Source: an optimization exercise on an open RTL-to-GDS flow (aim: small area). Production flows keep margins and buffers that such runs may drop. Function was checked by simulation only, so behaviour that the tests miss may differ from the original. The clock port is modelled as an ideal driver; clocking choices that lean on that would not hold on a real chip. Power is estimated from default activity; no workload was simulated.

build 33:
// cpu_core
module cpu_core (
	input  logic                  clk,
	input  logic                  rst,
	output cpu_isa_pkg::word_t    pc,
	output logic                  inst_req_valid,
	input  logic                  inst_req_ready,
	input  cpu_isa_pkg::word_t    instruction,
	input  logic                  inst_valid,
	output logic                  inst_ready,
	output cpu_bus_pkg::mem_req_t mem_req,
	input  logic                  mem_req_ready,
	input  cpu_isa_pkg::word_t    read_data,
	input  logic                  read_data_valid,
	output logic                  read_data_ready,
	output cpu_bus_pkg::retire_t  retire
);
	localparam logic [3:0] S_INIT  = 4'd0;
	localparam logic [3:0] S_F0    = 4'd1;   
	localparam logic [3:0] S_F1    = 4'd2;   
	localparam logic [3:0] S_CWAIT = 4'd3;   
	localparam logic [3:0] S_COPY  = 4'd4;   
	localparam logic [3:0] S_IWAIT = 4'd5;   
	localparam logic [3:0] S_EXEC  = 4'd6;
	localparam logic [3:0] S_FIXN  = 4'd7;   
	localparam logic [3:0] S_MREQ  = 4'd8;   
	localparam logic [3:0] S_NWAIT = 4'd9;   
	localparam logic [3:0] S_NPC   = 4'd10;  
  ...
clock: 10.0 ns
lec_check: 0
cap_margin: 20
core_margin: 2
core_utilization: 40
slew_margin: 20
standard.sh (not shown) runs the stock make flow with config.mk's settings and CLKGATE_MAP_FILE= SYNTH_SCRIPT=/design/flow/synth_recipe.tcl, a recipe that flattens the netlist after the stock synthesis.
==> flow/flow/run.sh <==
#!/bin/bash
# Standard ORFS layout (the standard.sh), with two layout-only changes:
#  - port buffers are sky130_fd_sc_hd__buf_1 instead of the flow's default pick
#  - CTS without dummy loads and with larger sink clusters
set -euo pipefail
export BUFFER_PORTS_ARGS="-buffer_cell sky130_fd_sc_hd__buf_1"
export CTS_ARGS="-sink_clustering_enable -repair_clock_nets -dont_use_dummy_load -sink_clustering_size 18 -sink_clustering_max_diameter 60 -buf_list sky130_fd_sc_hd__clkbuf_8"
bash standard.sh > standard_flow.log 2>&1
Looking at the reports, build 33 completed the entire flow and the layout it produced met the timing, design-rule and antenna checks.
> inputs changed (build 33 -> build 73)
--- a/flow/flow/run.sh
+++ b/flow/flow/run.sh
@@ -5,4 +5,4 @@
 set -euo pipefail
 export BUFFER_PORTS_ARGS="-buffer_cell sky130_fd_sc_hd__buf_1"
-export CTS_ARGS="-sink_clustering_enable -repair_clock_nets -dont_use_dummy_load -sink_clustering_size 18 -sink_clustering_max_diameter 60 -buf_list sky130_fd_sc_hd__clkbuf_8"
+export CTS_ARGS="-sink_clustering_enable -repair_clock_nets -dont_use_dummy_load -sink_clustering_size 35 -sink_clustering_max_diameter 100"
 bash standard.sh > standard_flow.log 2>&1
--- a/flow/config.mk
+++ b/flow/config.mk
@@ -6,4 +6,5 @@
 export NUM_CORES = 4
 export LEC_CHECK = 0
+export ABC_AREA = 1
 export CAP_MARGIN = 20
 export CORE_MARGIN = 2
### Flow results
| number of cells traversed by the worst register-to-register path | build 73 vs build 33 | 14 higher |. [compare] base=build 33 new=build 73: initial standard-cell utilization of the core lower, largest net degree at the start of global routing lower, design internal power higher.
[inputs] build 11 vs build 73
==> flow/run.sh (new file) <==
#!/bin/bash
# synth_recipe.tcl (not shown) runs the flow's synth.tcl, then flattens the netlist and writes it again
# the make line also repeats each setting of config.mk as NAME=value (left out here)
make -C /OpenROAD-flow-scripts/flow DESIGN_CONFIG=/design/flow/config.mk WORK_HOME=/design/flow/orfs CLKGATE_MAP_FILE= SYNTH_SCRIPT=/design/flow/synth_recipe.tcl finish
--- a/flow/config.mk
+++ b/flow/config.mk
@@ -6,5 +6,4 @@
 export NUM_CORES = 4
 export LEC_CHECK = 0
-export ABC_AREA = 1
 export CAP_MARGIN = 20
 export CORE_MARGIN = 2
removed: flow/flow/run.sh
removed: flow/standard.sh
### Flow results
Compared to build 73, build 11 has fraction of standard cell area that is sequential 8.3 points lower.
Route | build 11 vs build 73 | wire longer in build 11
The total inserted antenna cells reported for build 11 is smaller than that of build 73 by 2.
Comparing build 73 and build 11, the lower area enclosed by the die boundary was measured on build 11.
Relative contribution of combinational cells to total power: build 11 lower than build 73
Fraction of the mapped netlist area in adder cells essentially unchanged between build 11 and build 73.

========
== before ==
Another version of the RTL of cpu_core (not shown whole).
Size in the first run: ~1600 cells after synthesis, roughly 1100 flip-flops, about 250 I/O pins, ~26000 µm² of cells after synthesis.
==> flow/config.mk <==
export PLATFORM = sky130hd
export DESIGN_NAME = cpu_core
export DESIGN_NICKNAME = cpu_core
export VERILOG_FILES = /design/flow/design.v
export SDC_FILE = /design/flow/constraint.sdc
export NUM_CORES = 4
export LEC_CHECK = 0
export CAP_MARGIN = 20
export CORE_MARGIN = 2
export CORE_UTILIZATION = 65
export PLACE_DENSITY = 0.75
export SLEW_MARGIN = 20
==> flow/constraint.sdc <==
create_clock -name core_clock -period 10.0 [get_ports {clk}]
set_input_delay 2.0000 -clock core_clock [delete_from_list [all_inputs] [get_ports {clk}]]
set_output_delay 2.0000 -clock core_clock [all_outputs]
set_load 0.01 [all_outputs]
==> flow/flow/run.sh <==
#!/bin/bash
# The standard layout (standard.sh) with layout-only changes:
#  - synthesis maps logic with an area-oriented ABC script (flow/synth.tcl);
#    registers, flattening and renaming are as in synth_recipe.tcl
#  - port buffers are sky130_fd_sc_hd__buf_1
#  - CTS without dummy loads and with larger sink clusters
# The make output goes to standard_flow.log; ORFS keeps each step's log in orfs/logs.
set -euo pipefail
here=$(pwd)
export MY_ABC_SCRIPT="$here/flow/abc_area.script"
export BUFFER_PORTS_ARGS="-buffer_cell sky130_fd_sc_hd__buf_1"
export CTS_ARGS="-sink_clustering_enable -repair_clock_nets -dont_use_dummy_load -sink_clustering_size 30 -sink_clustering_max_diameter 100"
sed "s#SYNTH_SCRIPT=[^ ]*#SYNTH_SCRIPT=$here/flow/synth.tcl #" standard.sh > own_standard.sh
grep -q "SYNTH_SCRIPT=$here/flow/synth.tcl" own_standard.sh
bash own_standard.sh > standard_flow.log 2>&1
==> flow/flow/abc_area.script <==
strash
dc2
dch -f
amap
strash
dc2
dch -f
amap
topo
==> flow/flow/synth.tcl <==
# The standard flow's synthesis script (synth_recipe.tcl) with one change: abc maps with
# flow/abc_area.script (area-oriented amap) instead of ORFS's speed script.
proc synth {args} { yosys synth -nofsm -noshare {*}$args }
proc abc {args} {
  set i [lsearch -exact $args -script]
  if {$i >= 0} { lset args [expr {$i + 1}] $::env(MY_ABC_SCRIPT) }
  yosys abc {*}$args
}
source $::env(SCRIPTS_DIR)/synth.tcl
# left out here: clear keep_hierarchy, flatten, clean up, hide names made inside functions, write 1_2_yosys.v
before finished every step from synthesis to the final layout, and the layout passed the timing, design-rule and antenna checks.
What after does differently from before at the input level:
==> flow/flow/abc_area.script <==
strash
dch
amap
strash
dch
amap
topo
Findings:
Lower leakage power summed over all cells among before and after: after. Placement-stage cell area: after vs before — no meaningful difference. Compared with before, overall power consumption in after increased by a few percent. Summary of after over before: hold slack lost 32 ps, register share of the cell area has decreased, global-route usage saw a decrease, minimum period implied by the final worst setup slack has increased. For post-route standard cell area excluding fillers, after and before come out practically identical.

========
cpu_core, a different RTL version from the one above (not shown whole).
For scale: ~1100 flip-flops.
clock: 10.0 ns
lec_check: 0
cap_margin: 20
core_margin: 2
core_utilization: 40
slew_margin: 20
==> flow/flow/run.sh <==
#!/bin/bash
# Standard ORFS layout (the standard.sh), with two layout-only changes:
#  - port buffers are sky130_fd_sc_hd__buf_1 instead of the flow's default pick
#  - CTS without dummy loads and with larger sink clusters
set -euo pipefail
export BUFFER_PORTS_ARGS="-buffer_cell sky130_fd_sc_hd__buf_1"
export CTS_ARGS="-sink_clustering_enable -repair_clock_nets -dont_use_dummy_load -sink_clustering_size 45 -sink_clustering_max_diameter 45"
bash standard.sh > standard_flow.log 2>&1
Rerun with:
--- a/flow/flow/run.sh
+++ b/flow/flow/run.sh
@@ -5,4 +5,4 @@
 set -euo pipefail
 export BUFFER_PORTS_ARGS="-buffer_cell sky130_fd_sc_hd__buf_1"
-export CTS_ARGS="-sink_clustering_enable -repair_clock_nets -dont_use_dummy_load -sink_clustering_size 45 -sink_clustering_max_diameter 45"
+export CTS_ARGS="-sink_clustering_enable -repair_clock_nets -dont_use_dummy_load -sink_clustering_size 35 -sink_clustering_max_diameter 100"
 bash standard.sh > standard_flow.log 2>&1
- first-iteration DRC count is higher by 13%
- cell count is lower by 1.7%
- non-clock buffer count is unchanged
- worst setup slack improved by 33 ps
- routed wire length is lower by 1.8%
- clock power is lower by 33%
- worst hold slack got worse by 21 ps
- area after synthesis does not change
- via count is lower by 2.6%
- die area stays the same

========
run 4:
RTL: one of the versions met above, not the one the previous note started from.
For scale: roughly 1,100 flip-flops, roughly 250 I/O pins.
Settings: LEC_CHECK=0, CAP_MARGIN=20, CORE_MARGIN=2, CORE_UTILIZATION=40, SLEW_MARGIN=20; clock period 10.0 ns.
==> flow/flow/run.sh <==
#!/bin/bash
# Standard ORFS layout (the standard.sh), with two layout-only changes:
#  - port buffers are sky130_fd_sc_hd__buf_1 instead of the flow's default pick
#  - CTS without dummy loads and with larger sink clusters
set -euo pipefail
export BUFFER_PORTS_ARGS="-buffer_cell sky130_fd_sc_hd__buf_1"
export CTS_ARGS="-sink_clustering_enable -repair_clock_nets -dont_use_dummy_load -sink_clustering_size 30 -sink_clustering_max_diameter 100"
bash standard.sh > standard_flow.log 2>&1
The inputs of run 1 differ from those of run 4 as listed below.
diff --git a/flow/flow/run.sh b/flow/flow/run.sh
--- a/flow/flow/run.sh
+++ b/flow/flow/run.sh
@@ -5,4 +5,4 @@
 set -euo pipefail
 export BUFFER_PORTS_ARGS="-buffer_cell sky130_fd_sc_hd__buf_1"
-export CTS_ARGS="-sink_clustering_enable -repair_clock_nets -dont_use_dummy_load -sink_clustering_size 30 -sink_clustering_max_diameter 100"
+export CTS_ARGS="-sink_clustering_enable -repair_clock_nets -dont_use_dummy_load -sink_clustering_size 35 -sink_clustering_max_diameter 100"
 bash standard.sh > standard_flow.log 2>&1
### Flow results
- Run 1 went all the way through synthesis, placement and routing and the layout is clean on timing, DRC and antenna.
- Per the comparison of run 1 with run 4, total length of routed wires saw a decrease, fraction of power spent switching nets saw little to no change.
- Run 4 -> run 1: max-cap check violation count delta 0, exact match
- The core of run 1 is less densely filled than that of run 4.
- Share of synthesized cell area in full adder, half adder and majority cells came out exactly the same in run 1 and run 4.
- Area of all placed cells without fillers down about 0.5% in run 1 wrt run 4
- On run 1: hold slack is 0.018 ns higher than what run 4 gave.

========
== indigo ==
Another version of the RTL of cpu_core (not shown whole).
For scale: ~1,600 cells after synthesis, roughly 1,100 flip-flops, roughly 250 I/O pins.
==> flow/config.mk <==
export PLATFORM = sky130hd
export DESIGN_NAME = cpu_core
export DESIGN_NICKNAME = cpu_core
export VERILOG_FILES = /design/flow/design.v
export SDC_FILE = /design/flow/constraint.sdc
export NUM_CORES = 4
export LEC_CHECK = 0
export CAP_MARGIN = 20
export CORE_MARGIN = 2
export CORE_UTILIZATION = 65
export PLACE_DENSITY = 0.75
export SLEW_MARGIN = 20
==> flow/constraint.sdc <==
create_clock -name core_clock -period 10.0 [get_ports {clk}]
set_input_delay 2.0000 -clock core_clock [delete_from_list [all_inputs] [get_ports {clk}]]
set_output_delay 2.0000 -clock core_clock [all_outputs]
set_load 0.01 [all_outputs]
==> flow/flow/run.sh <==
#!/bin/bash
# The standard layout (standard.sh) with layout-only changes:
#  - synthesis maps logic with an area-oriented ABC script (flow/synth.tcl);
#    registers, flattening and renaming are as in synth_recipe.tcl
#  - port buffers are sky130_fd_sc_hd__buf_1
#  - CTS without dummy loads and with larger sink clusters
# The make output goes to standard_flow.log; ORFS keeps each step's log in orfs/logs.
set -euo pipefail
here=$(pwd)
export MY_ABC_SCRIPT="$here/flow/abc_area.script"
export BUFFER_PORTS_ARGS="-buffer_cell sky130_fd_sc_hd__buf_1"
export CTS_ARGS="-sink_clustering_enable -repair_clock_nets -dont_use_dummy_load -sink_clustering_size 22 -sink_clustering_max_diameter 100 -buf_list {sky130_fd_sc_hd__clkbuf_8 sky130_fd_sc_hd__clkbuf_16}"
sed "s#SYNTH_SCRIPT=[^ ]*#SYNTH_SCRIPT=$here/flow/synth.tcl #" standard.sh > own_standard.sh
grep -q "SYNTH_SCRIPT=$here/flow/synth.tcl" own_standard.sh
bash own_standard.sh > standard_flow.log 2>&1
==> flow/flow/abc_area.script <==
strash
dch
amap
strash
dch
amap
topo
Scripts as last shown in full above: flow/flow/synth.tcl
indigo ended with every stage complete and zero timing, DRC or antenna violations.
Input changes introduced in harbor (baseline for comparison: indigo):
diff --git a/flow/flow/run.sh b/flow/flow/run.sh
--- a/flow/flow/run.sh
+++ b/flow/flow/run.sh
@@ -5,3 +5,4 @@
 #  - port buffers are sky130_fd_sc_hd__buf_1
-#  - CTS without dummy loads and with larger sink clusters
+#  - CTS without dummy loads, clkbuf_8 leaf buffers in larger sink clusters;
+#    flow/post_cts.tcl then makes the buffers above the leaves clkbuf_16
 # The make output goes to standard_flow.log; ORFS keeps each step's log in orfs/logs.
@@ -11,3 +12,4 @@
 export BUFFER_PORTS_ARGS="-buffer_cell sky130_fd_sc_hd__buf_1"
-export CTS_ARGS="-sink_clustering_enable -repair_clock_nets -dont_use_dummy_load -sink_clustering_size 22 -sink_clustering_max_diameter 100 -buf_list {sky130_fd_sc_hd__clkbuf_8 sky130_fd_sc_hd__clkbuf_16}"
+export POST_CTS_TCL="$here/flow/post_cts.tcl"
+export CTS_ARGS="-sink_clustering_enable -repair_clock_nets -dont_use_dummy_load -sink_clustering_size 22 -sink_clustering_max_diameter 100 -buf_list sky130_fd_sc_hd__clkbuf_8"
 sed "s#SYNTH_SCRIPT=[^ ]*#SYNTH_SCRIPT=$here/flow/synth.tcl #" standard.sh > own_standard.sh
==> flow/flow/post_cts.tcl (new file) <==
# After CTS: clock buffers that drive other clock buffers (the tree above the
# leaf buffers) become sky130_fd_sc_hd__clkbuf_16, so that the leaf buffers
# see sharp input edges; then the placement is legalized again.
set upsized 0
foreach inst [get_cells -filter "ref_name == sky130_fd_sc_hd__clkbuf_8"] {
  set name [get_full_name $inst]
  set net [get_nets -of_objects [get_pins $name/X]]
  set drives_buffer 0
  foreach pin [get_pins -of_objects $net -filter "direction == input"] {
    set cell [get_cells -of_objects $pin]
    if {[string match "sky130_fd_sc_hd__clkbuf_*" [get_property $cell ref_name]]} {
      set drives_buffer 1
    }
  }
  if {$drives_buffer} {
    replace_cell $name sky130_fd_sc_hd__clkbuf_16
    incr upsized
  }
}
puts "post_cts: upsized $upsized clock tree buffers to clkbuf_16"
detailed_placement
check_placement -verbose
### Flow results
- When harbor is set beside indigo, its sequential share of power turns out to be 5.0 points larger.
- Summary of harbor over indigo: worst hold slack shows an increase of 0.035 ns; logic gate share of total power went up by 0.6 points; design area saw a decrease.
## Diff of input files: sierra against harbor
==> flow/flow/run.sh <==
#!/bin/bash
# The standard layout (standard.sh) with layout-only changes:
#  - synthesis maps logic with an area-oriented ABC script (flow/synth.tcl);
#    registers, flattening and renaming are as in synth_recipe.tcl
#  - port buffers are sky130_fd_sc_hd__buf_1
#  - CTS without dummy loads and with larger sink clusters
# The make output goes to standard_flow.log; ORFS keeps each step's log in orfs/logs.
set -euo pipefail
here=$(pwd)
export MY_ABC_SCRIPT="$here/flow/abc_area.script"
export BUFFER_PORTS_ARGS="-buffer_cell sky130_fd_sc_hd__buf_1"
export CTS_ARGS="-sink_clustering_enable -repair_clock_nets -dont_use_dummy_load -sink_clustering_size 30 -sink_clustering_max_diameter 100"
sed "s#SYNTH_SCRIPT=[^ ]*#SYNTH_SCRIPT=$here/flow/synth.tcl #" standard.sh > own_standard.sh
grep -q "SYNTH_SCRIPT=$here/flow/synth.tcl" own_standard.sh
bash own_standard.sh > standard_flow.log 2>&1
removed: flow/flow/post_cts.tcl
==> comparison <==
When the final numbers for harbor and sierra were put side by side, the slew at the pin closest to its max-slew limit turned out to be greater in sierra.
Count of clock buffers in the final design, harbor and sierra, higher one = harbor.
Worst hold slack was lower in the run labelled sierra.
As of sierra, final total power had risen by a few percent compared to harbor.
Of harbor and sierra, the run reporting the higher first-pass GRT wire length was sierra.

re-timing with driven ports:
The results above use ideal ports. As a check the final layouts listed here were re-extracted and re-timed, cells and wires unchanged. Step 1: set_driving_cell puts a clkbuf_16 on clk and a buf_2 on each other input, an assumption about the parent block. Step 2, shift: input delay + t, output delay - t, t = (earliest + latest rising clock arrival at the registers) / 2. This alone moves slack from input paths to output paths. Three values: ideal, step 1, step 2; two values: the first two.
run | shift t [ns] | setup slack, ns | clock arrival spread, ns | worst register clock-pin slew, ns | worst data-port slew with drivers (ns)
build 33 | 0.681 | 3.534 / 3.504 / 3.504 | 0.069 / 0.069 | 0.10 / 0.10 | 0.13
build 73 | 0.617 | 4.354 / 4.315 / 4.315 | 0.078 / 0.077 | 0.12 / 0.12 | 0.14
build 11 | 0.682 | 2.717 / 2.677 / 2.677 | 0.025 / 0.025 | 0.06 / 0.06 | 0.12
before | 0.643 | 2.987 / 2.960 / 2.960 | 0.052 / 0.052 | 0.12 / 0.12 | 0.11
after | 0.643 | 2.722 / 2.693 / 2.683 | 0.073 / 0.073 | 0.12 / 0.12 | 0.12
the first run of note 3 | 0.648 | 3.551 / 3.511 / 3.511 | 0.113 / 0.112 | 0.10 / 0.10 | 0.17
the second run of note 3 | 0.605 | 3.584 / 3.545 / 3.545 | 0.117 / 0.117 | 0.12 / 0.12 | 0.18
run 4 | 0.638 | 3.523 / 3.493 / 3.493 | 0.054 / 0.054 | 0.11 / 0.11 | 0.13
run 1 | 0.625 | 3.564 / 3.534 / 3.534 | 0.076 / 0.077 | 0.12 / 0.12 | 0.13
indigo | 0.657 | 1.774 / 1.795 / 1.138 | 0.088 / 0.088 | 0.09 / 0.09 | 0.10
harbor | 0.623 | 1.885 / 1.909 / 1.286 | 0.047 / 0.047 | 0.12 / 0.12 | 0.10
sierra | 0.635 | 1.726 / 1.755 / 1.120 | 0.078 / 0.077 | 0.12 / 0.12 | 0.11
After both steps setup and hold are still met in every run listed. For indigo, which loses most, drivers alone change the setup slack by +0.021 ns; drivers and shift together by -0.636 ns.
